This design comes from an exercise in tuning for small area, a short achievable clock period and few clock cycles per item on the open sky130 flow, not from production work.
Power figures rest on the tool's default switching activity, not on a simulated workload.

Setup of rev 12:
## sme_top
module sme_top (
    input  logic           clk,
    input  logic           rst_n,
    input  sme_pkg::char_t chardata,
    input  logic           isstring,
    input  logic           ispattern,
    output logic           out_valid,
    output logic           match,
    output logic [4:0]     match_index
);
For scale: roughly 1200 cells after synthesis, ~310 flip-flops, roughly 19 I/O pins, about 15000 um2 of cells after synthesis.
==> module sme_top, before the edit <==
module sme_top (
    input  logic           clk,
    input  logic           rst_n,
    input  sme_pkg::char_t chardata,
    input  logic           isstring,
    input  logic           ispattern,
    output logic           out_valid,
    output logic           match,
    output logic [4:0]     match_index
);
    localparam int NS = 34;    
    logic       isstring_d, ispattern_d;
    logic [4:0] len_q;                       
    sme_pkg::char_t chars_q [0:31];          
    logic [NS-1:0] m_q;                      
    logic [4:0] c_q;                         
    wire first = ~ispattern_d;
    wire is_dot  = (chardata == sme_pkg::CHR_ANY);
    wire is_car  = (chardata == sme_pkg::CHR_START);
    wire is_dol  = (chardata == sme_pkg::CHR_END);
    wire is_anc  = is_car | is_dol;
    logic [5:0]  len6;
    logic [31:0] valid;         
    assign len6 = {len_q == 5'd0, len_q};
    always_comb begin
        for (int i = 0; i < 32; i++) valid[i] = (len6 >= 6'(32 - i));
    end
    logic [NS-1:0] ok;
    always_comb begin
        ok[0] = valid[0] & first & is_car;
        for (int i = 0; i < 32; i++) begin
            logic eq, sp, st;
            eq = (chars_q[i] == chardata);
            sp = (chars_q[i] == sme_pkg::CHR_SPACE);
            st = (i == 31) ? 1'b0 : (~valid[i] & valid[i+1]);
            if (valid[i]) ok[i+1] = is_dot | (is_anc ? sp : eq);
            else          ok[i+1] = st & first & is_car;
        end
        ok[NS-1] = is_dol;
    end
    logic [NS-1:0] m_next;
    always_comb begin
        m_next[0] = ok[0];
        for (int s = 1; s < NS; s++) m_next[s] = ok[s] & (first | m_q[s-1]);
    end
    always_ff @(posedge clk or negedge rst_n) begin
        if (!rst_n) begin
            isstring_d  <= 1'b0;
            ispattern_d <= 1'b0;
        end else begin
            isstring_d  <= isstring;
            ispattern_d <= ispattern;
        end
    end
    always_ff @(posedge clk) begin
        if (isstring) begin
            for (int i = 0; i < 31; i++) chars_q[i] <= chars_q[i+1];
            chars_q[31] <= chardata;
            len_q <= isstring_d ? len_q + 5'd1 : 5'd1;
        end
    end
    always_ff @(posedge clk) begin
        m_q <= m_next;
        c_q <= first ? (len_q - 5'd1 + {4'd0, is_car}) : (c_q - 5'd1);
    end
    logic       found;
    logic [4:0] enc;
    always_comb begin
        found = |m_q;
        enc   = '0;
        for (int s = NS-1; s >= 0; s--) if (m_q[s]) enc = 5'(s);
    end
    wire done = ispattern_d & ~ispattern;
    always_ff @(posedge clk or negedge rst_n) begin
        if (!rst_n) begin
            out_valid   <= 1'b0;
            match       <= 1'b0;
            match_index <= '0;
        end else begin
            out_valid   <= done;
            match       <= done & found;
            match_index <= (done & found) ? enc + c_q : 5'd0;
        end
    end
endmodule
==> flow/config.mk <==
export PLATFORM = sky130hd
export DESIGN_NAME = sme_top
export DESIGN_NICKNAME = sme_top
export VERILOG_FILES = /design/flow/design.v
export SDC_FILE = /design/flow/constraint.sdc
export NUM_CORES = 4
export LEC_CHECK = 0
export ABC_CLOCK_PERIOD_IN_PS = 2500
export CAP_MARGIN = 20
export CORE_MARGIN = 2
export CORE_UTILIZATION = 40
export SETUP_SLACK_MARGIN = 5
export SLEW_MARGIN = 20
==> flow/constraint.sdc <==
create_clock -name core_clock -period 8.0 [get_ports {clk}]
set_input_delay 1.6000 -clock core_clock [delete_from_list [all_inputs] [get_ports {clk}]]
set_output_delay 1.6000 -clock core_clock [all_outputs]
set_load 0.01 [all_outputs]
run.sh (not shown) runs the stock make flow with config.mk's settings and CLKGATE_MAP_FILE= SYNTH_SCRIPT=/design/flow/synth_recipe.tcl, a recipe that flattens the netlist after the stock synthesis.
[inputs] rev 13 vs rev 12
-- flow/design.v --
<<< rev 12, line 40
    output logic [4:0]     match_index
);
    localparam int NS = 34;    
    logic       isstring_d, ispattern_d;
    logic [4:0] len_q;                       
>>> rev 13, line 40
    output logic [4:0]     match_index
);
    localparam int NS = 34;
    logic       isstring_d, ispattern_d;
    logic [4:0] len_q;                       
<<< rev 12, line 47
    logic [4:0] c_q;                         
    wire first = ~ispattern_d;
    wire is_dot  = (chardata == sme_pkg::CHR_ANY);
    wire is_car  = (chardata == sme_pkg::CHR_START);
    wire is_dol  = (chardata == sme_pkg::CHR_END);
    wire is_anc  = is_car | is_dol;
    logic [5:0]  len6;
    logic [31:0] valid;         
    assign len6 = {len_q == 5'd0, len_q};
    always_comb begin
        for (int i = 0; i < 32; i++) valid[i] = (len6 >= 6'(32 - i));
    end
    logic [NS-1:0] ok;
    always_comb begin
        ok[0] = valid[0] & first & is_car;
        for (int i = 0; i < 32; i++) begin
            logic eq, sp, st;
            eq = (chars_q[i] == chardata);
            sp = (chars_q[i] == sme_pkg::CHR_SPACE);
            st = (i == 31) ? 1'b0 : (~valid[i] & valid[i+1]);
            if (valid[i]) ok[i+1] = is_dot | (is_anc ? sp : eq);
            else          ok[i+1] = st & first & is_car;
        end
        ok[NS-1] = is_dol;
    end
    logic [NS-1:0] m_next;
    always_comb begin
        m_next[0] = ok[0];
        for (int s = 1; s < NS; s++) m_next[s] = ok[s] & (first | m_q[s-1]);
    end
    always_ff @(posedge clk or negedge rst_n) begin
>>> rev 13, line 47
    logic [4:0] c_q;                         
    wire first = ~ispattern_d;
    logic [31:0] valid;         
    logic [31:0] sp;            
    logic [31:0] stb;           
    logic [NS-1:0] live;        
    always_comb begin
        for (int i = 0; i < 32; i++) begin
            valid[i] = ({len_q == 5'd0, len_q} >= 6'(32 - i));
            sp[i]    = (chars_q[i] == sme_pkg::CHR_SPACE);
        end
        for (int i = 0; i < 31; i++) stb[i] = ~valid[i] & valid[i+1];
        stb[31] = 1'b0;
        live[0] = 1'b0;
        for (int s = 1; s < NS; s++) live[s] = first | m_q[s-1];
    end
    wire is_dot = (chardata == sme_pkg::CHR_ANY);
    wire is_car = (chardata == sme_pkg::CHR_START);
    wire is_dol = (chardata == sme_pkg::CHR_END);
    wire is_anc = is_car | is_dol;
    logic [NS-1:0] m_next;
    always_comb begin
        m_next[0] = valid[0] & first & is_car;
        for (int i = 0; i < 32; i++) begin
            logic eq;
            eq = (chars_q[i] == chardata);
            m_next[i+1] = (valid[i] & live[i+1] & (is_dot | (is_anc ? sp[i] : eq)))
                        | (stb[i] & first & is_car);
        end
        m_next[NS-1] = live[NS-1] & is_dol;
    end
    always_ff @(posedge clk or negedge rst_n) begin
## What came out
Rev 13 against rev 12: clock skew moved up, length of routed wiring on met1 moved up.
In the tables for rev 12 and rev 13, combined buffer and inverter count along the critical path reads higher with rev 13.
The run showing the smaller synthesized cell count is rev 12.
Per the final summary, rev 13 finished and its layout is clean on timing, DRC and antenna.
Per the comparison of rev 13 with rev 12, final critical-path required period down 370 ps, total power down about 5.3%.
Cell area | rev 13 vs rev 12 | rev 13 smaller
The part of the power in registers in rev 13 sits 2.2 points above the value recorded for rev 12.
Going from rev 12 to rev 13, biggest cell delay along the critical path shrinks by 640 ps.
Aggregate negative setup slack: rev 12 vs rev 13 identical
Delta (rev 13 minus rev 12): hold slack grew by 12 ps, count of vias placed by the detailed router has decreased, upper clock frequency limit now sits higher, first-pass GRT wire length shows a reduction of 6.6%.
No run of this note included a check of the RTL's function; only the layout flow was run.

-- what the ideal ports hide --
The results above use ideal ports. As a check the final layouts listed here were re-extracted and re-timed, cells and wires unchanged. Step 1 assumes that a clkbuf_16 drives the clock port and a buf_2 every other input. Step 2 adds t to the input delays and takes it off the output delays; t is the mean of the earliest and latest rising clock arrival at the registers after step 1. Input paths then give back, and output paths get back, about the clock's delay inside the block. Three values: ideal ports, drivers, drivers and shift; two values: the first two.
| run | t (ns) | setup WS [ns] | slew at the worst register clock pin (ns) |
|---|---|---|---|
| rev 12 | 0.567 | 4.403 / 4.406 / 3.840 | 0.07 / 0.07 |
| rev 13 | 0.557 | 4.769 / 4.783 / 4.226 | 0.07 / 0.07 |
After both steps setup and hold are still met in every run listed. The setup slack of rev 12, which loses most, moves by +0.003 ns with the drivers and by -0.563 ns with both steps.
